Source: an optimization exercise on an open RTL-to-GDS flow (aim: a short achievable clock period and few clock cycles). Production flows keep margins and buffers that such runs may drop. For this run, only the layout was checked, not whether the RTL still works. Power and IR drop assume default switching activity.

## design.v

```verilog
package risc8_pkg;
	typedef logic [7:0] byte_t;
	typedef logic [15:0] opcode_t;
	typedef logic [15:0] pc_t;
	typedef logic [15:0] addr_t;
	typedef logic [4:0] reg_sel_t;
	typedef logic [4:0] flags_t;
	localparam int FLAG_C = 0;
	localparam int FLAG_Z = 1;
	localparam int FLAG_N = 2;
	localparam int FLAG_V = 3;
	localparam int FLAG_S = 4;
endpackage
module risc8_alu
(
	input  logic              op_sub,
	input  logic              op_and,
	input  logic              op_or,
	input  logic              op_eor,
	input  logic              op_mov,
	input  logic              use_carry,
	input  risc8_pkg::byte_t  a,
	input  risc8_pkg::byte_t  b,
	input  risc8_pkg::flags_t flags_in,
	output risc8_pkg::byte_t  result,
	output risc8_pkg::flags_t flags_out
);
	logic cin;
	risc8_pkg::byte_t bx;
	logic [8:0] wide;
	logic arith;
	logic zero;
	logic v;
	assign cin = use_carry & flags_in[risc8_pkg::FLAG_C];
	assign bx = op_sub ? ~b : b;
	assign wide = {1'b0, a} + {1'b0, bx} + 9'(cin ^ op_sub);
	assign arith = ~(op_and | op_or | op_eor | op_mov);
	always_comb begin
		if (op_and)
			result = a & b;
		else if (op_or)
			result = a | b;
		else if (op_eor)
			result = a ^ b;
		else if (op_mov)
			result = b;
		else
			result = wide[7:0];
	end
	assign zero = (result == 8'h00);
	assign v = arith & (a[7] == bx[7]) & (wide[7] != a[7]);
	always_comb begin
		flags_out = flags_in;
		if (arith)
			flags_out[risc8_pkg::FLAG_C] = wide[8] ^ op_sub;
		flags_out[risc8_pkg::FLAG_Z] = (op_sub & use_carry) ? (zero & flags_in[risc8_pkg::FLAG_Z]) : zero;
		flags_out[risc8_pkg::FLAG_N] = result[7];
		flags_out[risc8_pkg::FLAG_V] = v;
		flags_out[risc8_pkg::FLAG_S] = result[7] ^ v;
	end
endmodule
module risc8_regs
(
	input  logic               clk,
	input  risc8_pkg::reg_sel_t sel_a,
	input  risc8_pkg::reg_sel_t sel_b,
	output risc8_pkg::byte_t    reg_a,
	output risc8_pkg::byte_t    reg_b,
	input  risc8_pkg::reg_sel_t wr_sel,
	input  risc8_pkg::byte_t    wr_data,
	input  logic                wr_en
);
	logic [255:0] rf;
	always_ff @(posedge clk) begin
		for (int i = 0; i < 32; i++)
			if (wr_en && wr_sel == 5'(i))
				rf[i*8 +: 8] <= wr_data;
	end
	assign reg_a = rf[sel_a*8 +: 8];
	assign reg_b = rf[sel_b*8 +: 8];
endmodule
module risc8_decode
(
	input  risc8_pkg::opcode_t  ir,
	output logic                is_alu,
	output logic                is_imm,
	output logic                is_rjmp,
	output logic                is_br,
	output logic                is_out,
	output logic                op_sub,
	output logic                op_and,
	output logic                op_or,
	output logic                op_eor,
	output logic                op_mov,
	output logic                use_carry,
	output logic                store,
	output logic                set_flags,
	output risc8_pkg::reg_sel_t sel_a,
	output risc8_pkg::reg_sel_t sel_b
);
	logic [5:0] o6;
	logic [3:0] o4;
	logic r_add;
	logic r_adc;
	logic r_sub;
	logic r_sbc;
	logic r_cp;
	logic r_cpc;
	logic r_and;
	logic r_eor;
	logic r_or;
	logic r_mov;
	logic i_cpi;
	logic i_sbci;
	logic i_subi;
	logic i_ori;
	logic i_andi;
	logic i_ldi;
	assign o6 = ir[15:10];
	assign o4 = ir[15:12];
	assign r_cpc = (o6 == 6'b000001);
	assign r_sbc = (o6 == 6'b000010);
	assign r_add = (o6 == 6'b000011);
	assign r_cp = (o6 == 6'b000101);
	assign r_sub = (o6 == 6'b000110);
	assign r_adc = (o6 == 6'b000111);
	assign r_and = (o6 == 6'b001000);
	assign r_eor = (o6 == 6'b001001);
	assign r_or = (o6 == 6'b001010);
	assign r_mov = (o6 == 6'b001011);
	assign i_cpi = (o4 == 4'b0011);
	assign i_sbci = (o4 == 4'b0100);
	assign i_subi = (o4 == 4'b0101);
	assign i_ori = (o4 == 4'b0110);
	assign i_andi = (o4 == 4'b0111);
	assign i_ldi = (o4 == 4'b1110);
	assign is_imm = i_cpi | i_sbci | i_subi | i_ori | i_andi | i_ldi;
	assign is_alu = is_imm | r_cpc | r_sbc | r_add | r_cp | r_sub | r_adc
		| r_and | r_eor | r_or | r_mov;
	assign op_sub = r_cpc | r_sbc | r_cp | r_sub | i_cpi | i_sbci | i_subi;
	assign op_and = r_and | i_andi;
	assign op_or = r_or | i_ori;
	assign op_eor = r_eor;
	assign op_mov = r_mov | i_ldi;
	assign use_carry = r_adc | r_sbc | r_cpc | i_sbci;
	assign store = ~(r_cp | r_cpc | i_cpi);
	assign set_flags = is_alu & ~op_mov;
	assign is_rjmp = (ir[15:12] == 4'b1100);
	assign is_br = (ir[15:11] == 5'b11110);
	assign is_out = (ir[15:11] == 5'b10111);
	assign sel_a = {ir[8] | is_imm, ir[7:4]};
	assign sel_b = {ir[9], ir[3:0]};
endmodule
module risc8_execute
(
	input  risc8_pkg::flags_t flags,
	input  logic [2:0]        sel,
	input  logic              clr,
	output logic              taken
);
	logic bit_val;
	always_comb begin
		case (sel)
			3'd0: bit_val = flags[0];
			3'd1: bit_val = flags[1];
			3'd2: bit_val = flags[2];
			3'd3: bit_val = flags[3];
			3'd4: bit_val = flags[4];
			default: bit_val = 1'b0;
		endcase
	end
	assign taken = bit_val ^ clr;
endmodule
module risc8_core
(
	input  logic    clk,
	input  logic    reset,
	output risc8_pkg::pc_t     pc,
	input  risc8_pkg::opcode_t cdata,
	output risc8_pkg::addr_t   data_addr,
	output logic    data_wen,
	output risc8_pkg::byte_t   data_write
);
	localparam int HIST = 12;
	risc8_pkg::pc_t fpc;
	logic s1_v;
	logic halt;
	risc8_pkg::opcode_t ir;
	logic ir_v;
	risc8_pkg::pc_t ir_pc1;
	logic [1:0] skip;
	risc8_pkg::opcode_t hist [HIST];
	logic [HIST-1:0] hist_ok;
	logic inj1;
	logic inj2;
	risc8_pkg::opcode_t inj_w;
	risc8_pkg::opcode_t inj_w2;
	logic dinj_q;
	logic e_sub;
	logic e_and;
	logic e_or;
	logic e_eor;
	logic e_mov;
	logic e_carry;
	logic e_store;
	logic e_setf;
	logic e_out;
	risc8_pkg::reg_sel_t e_dst;
	risc8_pkg::byte_t e_a;
	risc8_pkg::byte_t e_b;
	risc8_pkg::byte_t e_an;
	risc8_pkg::byte_t e_bn;
	logic [5:0] e_io;
	logic e_br;
	logic [2:0] e_br_sel;
	logic e_br_clr;
	logic e_br_short;
	logic [1:0] e_br_off;
	risc8_pkg::pc_t e_target;
	logic e_hit;
	risc8_pkg::opcode_t e_tw0;
	risc8_pkg::opcode_t e_tw1;
	risc8_pkg::flags_t sreg;
	logic w_store;
	risc8_pkg::reg_sel_t w_dst;
	risc8_pkg::byte_t w_res;
	logic is_alu;
	logic is_imm;
	logic is_rjmp;
	logic is_br;
	logic is_out;
	logic op_sub;
	logic op_and;
	logic op_or;
	logic op_eor;
	logic op_mov;
	logic use_carry;
	logic store;
	logic set_flags;
	risc8_pkg::reg_sel_t sel_a;
	risc8_pkg::reg_sel_t sel_b;
	risc8_pkg::byte_t rf_a;
	risc8_pkg::byte_t rf_b;
	risc8_pkg::byte_t alu_res;
	risc8_pkg::flags_t alu_flags;
	risc8_pkg::byte_t a_next;
	risc8_pkg::byte_t b_next;
	risc8_pkg::byte_t za;
	risc8_pkg::byte_t zbx;
	risc8_pkg::byte_t zp;
	logic taken;
	logic e_jump;
	logic e_annul;
	logic e_redirect;
	logic e_inject;
	logic kill_d;
	logic d_v;
	risc8_pkg::pc_t rj_target;
	risc8_pkg::pc_t br_target;
	logic [HIST-1:0] hist_cf;
	risc8_pkg::opcode_t tw2;
	logic d_hit3;
	logic rj_short;
	logic rj_far;
	logic [4:0] hm;
	risc8_pkg::opcode_t tw0;
	risc8_pkg::opcode_t tw1;
	logic d_hit;
	logic z_d;
	logic z_arith;
	logic z_logic;
	logic z_e;
	logic d_pre;
	risc8_pkg::opcode_t ir_next;
	logic d_inject;
	logic redirect;
	logic self_jump;
	risc8_decode decode (
		.ir(ir),
		.is_alu(is_alu),
		.is_imm(is_imm),
		.is_rjmp(is_rjmp),
		.is_br(is_br),
		.is_out(is_out),
		.op_sub(op_sub),
		.op_and(op_and),
		.op_or(op_or),
		.op_eor(op_eor),
		.op_mov(op_mov),
		.use_carry(use_carry),
		.store(store),
		.set_flags(set_flags),
		.sel_a(sel_a),
		.sel_b(sel_b)
	);
	risc8_regs regs (
		.clk(clk),
		.sel_a(sel_a),
		.sel_b(sel_b),
		.reg_a(rf_a),
		.reg_b(rf_b),
		.wr_sel(w_dst),
		.wr_data(w_res),
		.wr_en(w_store)
	);
	risc8_alu alu (
		.op_sub(e_sub),
		.op_and(e_and),
		.op_or(e_or),
		.op_eor(e_eor),
		.op_mov(e_mov),
		.use_carry(e_carry),
		.a(e_a),
		.b(e_b),
		.flags_in(sreg),
		.result(alu_res),
		.flags_out(alu_flags)
	);
	risc8_execute cond (
		.flags(sreg),
		.sel(e_br_sel),
		.clr(e_br_clr),
		.taken(taken)
	);
	assign e_jump = e_br & taken;
	assign e_annul = e_jump & e_br_short & (e_br_off != 2'd0);
	assign e_redirect = e_jump & ~e_br_short;
	assign e_inject = e_redirect & e_hit;
	assign kill_d = (skip != 2'd0) | e_annul | e_redirect;
	assign d_v = ir_v & ~kill_d;
	always_comb begin
		if (e_store && e_dst == sel_a)
			a_next = alu_res;
		else if (w_store && w_dst == sel_a)
			a_next = w_res;
		else
			a_next = rf_a;
	end
	always_comb begin
		if (is_imm)
			b_next = {ir[11:8], ir[3:0]};
		else if (e_store && e_dst == sel_b)
			b_next = alu_res;
		else if (w_store && w_dst == sel_b)
			b_next = w_res;
		else
			b_next = rf_b;
	end
	assign rj_target = ir_pc1 + {{4{ir[11]}}, ir[11:0]};
	assign br_target = ir_pc1 + {{9{ir[9]}}, ir[9:3]};
	assign rj_short = (ir[11:2] == 10'd0) & (ir[1:0] != 2'd3);
	assign rj_far = d_v & is_rjmp & ~rj_short;
	assign hm = ~ir[7:3];
	always_comb begin
		d_hit = 1'b0;
		d_hit3 = 1'b0;
		tw0 = hist[0];
		tw1 = hist[0];
		tw2 = hist[0];
		for (int m = 2; m <= HIST; m++)
			if (hm == 5'(m)) begin
				d_hit = hist_ok[m-1];
				tw0 = hist[m-1];
				tw1 = hist[m-2];
				if (m >= 3) begin
					tw2 = hist[m-3];
					d_hit3 = hist_ok[m-1] & ~hist_cf[m-1] & ~hist_cf[m-2] & ~hist_cf[m-3];
				end
			end
		d_hit = d_hit & ir[9] & ir[8] & ~inj1;
		d_hit3 = d_hit3 & ir[9] & ir[8] & ~inj1;
	end
	assign za = ~e_an;
	assign zbx = e_sub ? e_bn : ~e_bn;
	assign zp = za ^ zbx;
	assign z_arith = (zp == {za[6:0] | zbx[6:0], (e_carry & sreg[risc8_pkg::FLAG_C]) ^ e_sub})
		& (~(e_sub & e_carry) | sreg[risc8_pkg::FLAG_Z]);
	always_comb begin
		if (e_and)
			z_logic = &(e_an | e_bn);
		else if (e_or)
			z_logic = &(e_an & e_bn);
		else
			z_logic = (e_an == e_bn);
	end
	assign z_e = (e_and | e_or | e_eor) ? z_logic : z_arith;
	assign z_d = e_setf ? z_e : sreg[risc8_pkg::FLAG_Z];
	assign d_pre = d_v & is_br & (ir[2:0] == 3'd1) & d_hit3;
	assign d_inject = d_pre & (z_d ^ ir[10]);
	assign ir_next = inj2 ? inj_w2 : inj1 ? inj_w : cdata;
	assign redirect = e_redirect | rj_far;
	assign self_jump = d_v & is_rjmp & (ir[11:0] == 12'hfff);
	assign pc = fpc;
	assign data_wen = e_out;
	assign data_write = e_a;
	assign data_addr = {9'd0, e_io[5], ~e_io[5], e_io[4:0]};
	always_ff @(posedge clk) begin
		if (reset) begin
			fpc <= '0;
			s1_v <= 1'b0;
			inj1 <= 1'b0;
			inj2 <= 1'b0;
			dinj_q <= 1'b0;
			hist_ok <= '0;
			halt <= 1'b0;
			ir_v <= 1'b0;
			skip <= 2'd0;
			e_store <= 1'b0;
			w_store <= 1'b0;
			e_setf <= 1'b0;
			e_out <= 1'b0;
			e_br <= 1'b0;
			sreg <= '0;
		end else begin
			if (halt)
				fpc <= fpc;
			else if (e_inject)
				fpc <= e_target + 16'd2;
			else if (e_redirect)
				fpc <= e_target;
			else if (rj_far)
				fpc <= rj_target;
			else if (dinj_q)
				fpc <= e_target + 16'd3;
			else
				fpc <= fpc + 16'd1;
			s1_v <= ~redirect & ~dinj_q & ~halt;
			halt <= halt | self_jump;
			ir_v <= e_inject | d_inject | ((s1_v | inj1 | inj2) & ~redirect & ~halt);
			inj1 <= e_inject | d_inject;
			inj2 <= dinj_q & ~redirect & ~halt;
			dinj_q <= d_inject;
			if (redirect)
				hist_ok <= '0;
			else if (inj1)
				hist_ok <= HIST'(ir_v);
			else if (ir_v)
				hist_ok <= {hist_ok[HIST-2:0], 1'b1};
			if (e_annul)
				skip <= e_br_off - 2'(ir_v);
			else if (d_v & is_rjmp & rj_short)
				skip <= ir[1:0];
			else if (ir_v && skip != 2'd0)
				skip <= skip - 2'd1;
			e_br <= d_v & is_br & ~d_inject;
			e_store <= d_v & is_alu & store;
			w_store <= e_store;
			e_setf <= d_v & set_flags;
			e_out <= d_v & is_out;
			if (e_setf)
				sreg <= alu_flags;
		end
	end
	always_ff @(posedge clk) begin
		if (e_inject) begin
			ir <= e_tw0;
			ir_pc1 <= e_target + 16'd1;
		end else begin
			ir <= d_inject ? tw0 : ir_next;
			ir_pc1 <= fpc;
		end
		inj_w <= e_inject ? e_tw1 : tw1;
		if (!dinj_q)
			inj_w2 <= tw2;
		if (ir_v) begin
			hist[0] <= ir;
			hist_cf[0] <= is_rjmp | is_br;
			for (int i = 1; i < HIST; i++)
				hist_cf[i] <= hist_cf[i-1];
			for (int i = 1; i < HIST; i++)
				hist[i] <= hist[i-1];
		end
		e_hit <= d_hit;
		e_tw0 <= tw0;
		e_tw1 <= tw1;
		e_br_sel <= ir[2:0];
		e_br_clr <= ir[10];
		e_br_short <= ~ir[9] & (ir[8:5] == 4'd0);
		e_br_off <= ir[4:3];
		e_target <= br_target;
		e_sub <= op_sub;
		e_and <= op_and;
		e_or <= op_or;
		e_eor <= op_eor;
		e_mov <= op_mov;
		e_carry <= use_carry;
		e_dst <= sel_a;
		e_io <= {ir[10:9], ir[3:0]};
		e_a <= a_next;
		e_b <= b_next;
		e_an <= ~a_next;
		e_bn <= ~b_next;
		w_dst <= e_dst;
		w_res <= alu_res;
	end
endmodule
```

## flow/run.sh

```bash
#!/bin/bash
# The standard layout, with the timing repair steps asked to leave
# extra setup slack so that they keep working below the design's period
export SETUP_SLACK_MARGIN=6.5
bash standard.sh > standard.log 2>&1
```

## standard.sh

```bash
#!/bin/bash
# synth_recipe.tcl (not shown) runs the flow's synth.tcl, then flattens the netlist and writes it again
# the make line also repeats each setting of config.mk as NAME=value (left out here)
make -C /OpenROAD-flow-scripts/flow DESIGN_CONFIG=/design/flow/config.mk WORK_HOME=/design/flow/orfs CLKGATE_MAP_FILE= SYNTH_SCRIPT=/design/flow/synth_recipe.tcl "${@:-finish}"
```

## config.mk

```make
export PLATFORM = sky130hd
export DESIGN_NAME = risc8_core
export DESIGN_NICKNAME = risc8_core
export VERILOG_FILES = /design/flow/design.v
export SDC_FILE = /design/flow/constraint.sdc
export NUM_CORES = 4
export LEC_CHECK = 0
export ABC_CLOCK_PERIOD_IN_PS = 2500
export CAP_MARGIN = 20
export CORE_MARGIN = 2
export CORE_UTILIZATION = 40
export SLEW_MARGIN = 20
```

## constraint.sdc

```tcl
create_clock -name core_clock -period 9.0 [get_ports {clk}]
set_input_delay 1.8000 -clock core_clock [delete_from_list [all_inputs] [get_ports {clk}]]
set_output_delay 1.8000 -clock core_clock [all_outputs]
set_load 0.01 [all_outputs]
```

==> results.txt <==
## power groups by stage
stage	Combinational [mW]	Sequential [mW]	Clock [mW]
after CTS	1.18	3.97	3.22
after global placement	0.857	4.03	0
after detailed placement	0.876	4.05	0
final	1.38	3.98	3.20
after global routing	1.45	4.00	3.35
after floorplan	0.639	3.91	0
## critical path, cell delays in order (launching register included)
cell and delay, ns:
sky130_fd_sc_hd__dfxtp_2 0.33, sky130_fd_sc_hd__buf_12 0.14, sky130_fd_sc_hd__xor2_2 0.15, sky130_fd_sc_hd__fa_2 0.43, sky130_fd_sc_hd__fa_2 0.39, sky130_fd_sc_hd__a211oi_4 0.26, sky130_fd_sc_hd__nor2_2 0.09, sky130_fd_sc_hd__mux2i_1 0.18
sky130_fd_sc_hd__a311oi_1 0.12, sky130_fd_sc_hd__a221o_1 0.37, sky130_fd_sc_hd__nand2_2 0.11, sky130_fd_sc_hd__o31ai_4 0.08, sky130_fd_sc_hd__mux2_2 0.27
## worst max path at each step
stage,end,slack (ns)
after floorplan,fpc[3],5.81
after global placement,ir[5],4.76
after detailed placement,ir[5],4.67
after CTS,data_addr[6],5.95
after global routing,sreg[1],5.86
final,e_b[6],5.97
## state kept, by name, indices dropped and copies added, names as in the netlist, 5 cells and up
name and count:
w_dst 5, hist 192, regs.rf 256, e_tw1 16, ir_pc1 16, fpc 16
hist_cf 12, e_tw0 16, e_a 8, inj_w 16, w_res 8, e_bn 8
e_an 8, e_b 8, hist_ok 12, e_target 16, sreg 5, e_dst 5
ir 16, inj_w2 16
## metal layers
layer | vias up | track usage | part of all wire
met5 | - | 0 | 0
met4 | 0 | 0.111 | 0.054
met3 | 383 | 0.0567 | 0.096
met2 | 1678 | 0.399 | 0.46
met1 | 13607 | 0.332 | 0.38
li1 | 11794 | - | -
## final cells by class
class / count / area (um^2)
Multi-Input combinational cell: 1977 / 17300
Clock buffer: 104 / 2090
Clock inverter: 39 / 457
Inverter: 66 / 248
Sequential cell: 682 / 18600
Fill cell: 6984 / 40700
Tap cell: 1144 / 1430
Timing Repair Buffer: 392 / 4760
## cells by family (layout without fill, tap and decap cells)
| logic type | count (synthesis) | count (layout) |
|---|---|---|
| AO/OA/AOI/OAI | 692 | 692 |
| AND/OR/NAND/NOR | 736 | 748 |
| buffers and inverters | 284 | 601 |
| other | 1 | 9 |
| XOR/XNOR | 131 | 131 |
| adder cells (fa/ha/maj) | 86 | 86 |
| multiplexers | 311 | 311 |
| flip-flops | 682 | 682 |
## layout by cell type (no fill, tap or decap), drive strengths merged, types with 35 or more instances in the layout
master  netlist  final
edfxtp      476    476
buf          91    356
nor2        263    269
nand2       207    208
dfxtp       206    206
mux2i       169    169
a21oi       144    144
o21ai       120    120
clkbuf      127    115
mux4        112    112
ha           82     82
xor2         71     71
inv          65     69
nand3        67     69
o221ai       63     63
xnor2        60     60
a22oi        57     57
nor3         51     51
o22ai        43     43
a211oi       41     41
a31oi        35     35
## stage by stage
step                      power (mW)  cell area, um^2  setup WS (ns)
final                           8.55            44900           5.97
after global routing            8.80            44900           5.86
after CTS                       8.36            42500           5.95
after detailed placement        4.93            36200           4.67
after global placement          4.89            36200           4.76
after floorplan                 4.55            34900           5.81
## timing repair
| action | 4_1_cts | 5_1_grt |
|---|---|---|
| pin swaps | 90 | 179 |
| gates resized for setup | 525 | 287 |
| gates cloned | 27 | 14 |
| buffers inserted | 186 | 89 |
| setup endpoints to repair | 227 | 199 |
==> reports/qor.txt <==
OUTCOME
------------------------------------------------------------------------------------------------------
Result of the run ....................................................................... complete, no violations

SYNTH
------------------------------------------------------------------------------------------------------
Complex-gate fraction of the synthesized area ...........................................        0.137
Count of synthesis-stage warnings from yosys ............................................            5
Syn Area/Cell ...........................................................................    11.9 um^2
Proportion of synthesized flip-flops having asynchronous set or reset ...................            0
Main combinational cell family by area after synthesis .................................. compound AO/OA/AOI/OAI gates
Leading register cell type out of synthesis ............................................. sky130_fd_sc_hd__edfxtp_1
Simple-gate share of the synthesized area ...............................................       0.0997
Top cell type by total area after synthesis ............................................. sky130_fd_sc_hd__edfxtp_1
Leading post-synthesis cells by instance count .......................................... 476 x sky130_fd_sc_hd__edfxtp_1, 261 x sky130_fd_sc_hd__nor2_1, 206 x sky130_fd_sc_hd__dfxtp_1
Share of synthesized area occupied by flip-flops and latches ............................        0.531
Fraction of synthesized cell area in xor and xnor cells .................................       0.0331
Share of synthesized cell area in full adder, half adder and majority cells .............       0.0319
Mapped Area .............................................................................   34700 um^2
Mux cell area share after synthesis .....................................................        0.131
Cell with the most instances after synthesis ............................................ sky130_fd_sc_hd__edfxtp_1
Synthesized flop and latch total ........................................................          682
Number of distinct library cells after synthesis ........................................           90
Top post-synthesis cells by area ........................................................ sky130_fd_sc_hd__edfxtp_1 41%, sky130_fd_sc_hd__dfxtp_1 12%, sky130_fd_sc_hd__mux4_2 7.3%
Synthesized instance count ..............................................................         2923
Number of enable flip-flop cells after synthesis ........................................          476
Fraction of post-synthesis cell area in the top cell type by area .......................        0.412

POWER AND IR DROP
------------------------------------------------------------------------------------------------------
Leak Pwr ................................................................................      16.1 nW
VDD IR-drop max .........................................................................     0.152 mV
Net switching share of the total power ..................................................        0.279
Clock share of power ....................................................................        0.374
Part of the power in registers ..........................................................        0.465
Power density cells .....................................................................  191 nW/um^2
Switching component of the power ........................................................      2.39 mW
Combinational share of power ............................................................        0.161
Power Internal ..........................................................................      6.17 mW

CLOCK TREE
------------------------------------------------------------------------------------------------------
Clock H-tree levels .....................................................................            3
Worst-skew pair later-pin latency .......................................................      0.65 ns
Max clock buf depth .....................................................................            3
Count of hold buffers inserted by post-cts repair .......................................            0
Sink Count ..............................................................................          682
Clock transition at the register clock pins on the worst setup and hold paths after CTS .      0.06 ns
Cts bufs inserted .......................................................................           77
Clock Root Buffer ....................................................................... sky130_fd_sc_hd__clkbuf_16
CTS tree ................................................................................        built

DRT
------------------------------------------------------------------------------------------------------
Count of unresolved DRC violations after routing ........................................            0
Antenna Nets Post-Route .................................................................            0
1st-iter DRT viols ......................................................................         3116
Post-Route WL ...........................................................................       122 mm
Average routed wire per standard cell ...................................................      27.7 um
Total iterations of the first detailed-routing run ......................................            7
Total number of vias ....................................................................        27462
Via/cell ratio ..........................................................................         6.24

CRITICAL PATH
------------------------------------------------------------------------------------------------------
Endpoint class of the critical path .....................................................    flip-flop
CP Data Arrival Time ....................................................................      3.56 ns
Register-to-Register Path Depth .........................................................           12
Origin of the worst setup path ..........................................................        e_sub
Type of the worst setup path ............................................................ flip-flop to flip-flop
Maximum fanout encountered on the critical timing path ..................................            6
Crit Reg-Reg Startpoint .................................................................        e_sub
Reg-to-reg slack, setup .................................................................      5.97 ns
Endpoint required time on the critical path .............................................      9.53 ns
Critical path launch point type .........................................................    flip-flop
Endpoint of the most critical register-to-register path .................................       e_b[6]

STA
------------------------------------------------------------------------------------------------------
Worst slew pin tran .....................................................................      1.16 ns
Final hold viol count ...................................................................            0
Unrepaired setup endpoints after global routing .........................................          yes
Sum Neg Setup Slack .....................................................................         0 ns
Final critical-path share of the clock period ...........................................        0.337
FMAX ....................................................................................      330 MHz
Number of pins exceeding their max-slew limit in the final report .......................            0
Endpoints failing setup .................................................................            0
Final critical-path required period .....................................................      3.03 ns
Headroom to the max-slew limit ..........................................................        0.224
Hold_ws .................................................................................     0.358 ns
Layout Skew .............................................................................    0.0492 ns

PLACEMENT
------------------------------------------------------------------------------------------------------
HPWL reported at the end of detailed placement ..........................................      66.4 mm
Port Buffers ............................................................................           49
Gpl congestion ..........................................................................        0.871
Placed Cells incl. Taps .................................................................         3945

CELLS AND AREA
------------------------------------------------------------------------------------------------------
Final net count .........................................................................         3300
Non-Filler Instances ....................................................................         4404
Inserted Diodes .........................................................................            0
Final core utilization ..................................................................        0.525
Area added between synthesis and finish .................................................        29.5%
Layout cells sized above 1 ..............................................................        0.314

GRT
------------------------------------------------------------------------------------------------------
Pin count of the biggest net entering global routing ....................................          183
Total congestion overflow after global routing ..........................................            0
Total routing resource utilization after global routing .................................        0.252
Initial antenna violation count .........................................................            3
Number of global-route vias before repair ...............................................        25911
Wire length of the first global-routing pass ............................................       169 mm

MIN PATH
------------------------------------------------------------------------------------------------------
Worst min-delay path category ........................................................... flip-flop to flip-flop
Startpoint of the tightest hold check path ..............................................     e_dst[2]
Worst hold stages .......................................................................            0
Hold endpoint ...........................................................................     w_dst[2]

FLOORPLANNING
------------------------------------------------------------------------------------------------------
I/O pin total ...........................................................................           59
Initial Util ............................................................................        0.405
Overall die area ........................................................................   89000 um^2
Total number of placement rows ..........................................................          107
Core Region .............................................................................   85500 um^2
Chip Height .............................................................................       298 um
Die outline width .......................................................................       298 um

JOB
------------------------------------------------------------------------------------------------------
Count of maximum capacitance violations .................................................            0

==> re-timing with driven ports <==
In the flow no input, the clock included, has a driving cell. The finished layout below was timed again as built, in two steps. Step 1 sets driving cells, clkbuf_16 on the clock port and buf_2 on the other inputs (assumed; they add their load-dependent delay and slew). Step 2 moves the port delays by t, midway between the first and last clock arrival at a register: inputs arrive t later, outputs are due t later. That takes back most of the time a late clock gives input paths. Three values: no drivers, after step 1, after step 2; two values: the first two.
t, ns: 0.692
setup slack, ns: 5.970 / 5.932 / 5.722
hold slack, ns: 0.358 / 0.358 / 0.358
worst setup path after step 2: input to register
slew at the worst register clock pin (ns): 0.07 / 0.07
After both steps setup and hold are still met in this run. The setup slack of this run moves by -0.038 ns with the drivers and by -0.248 ns with both steps.
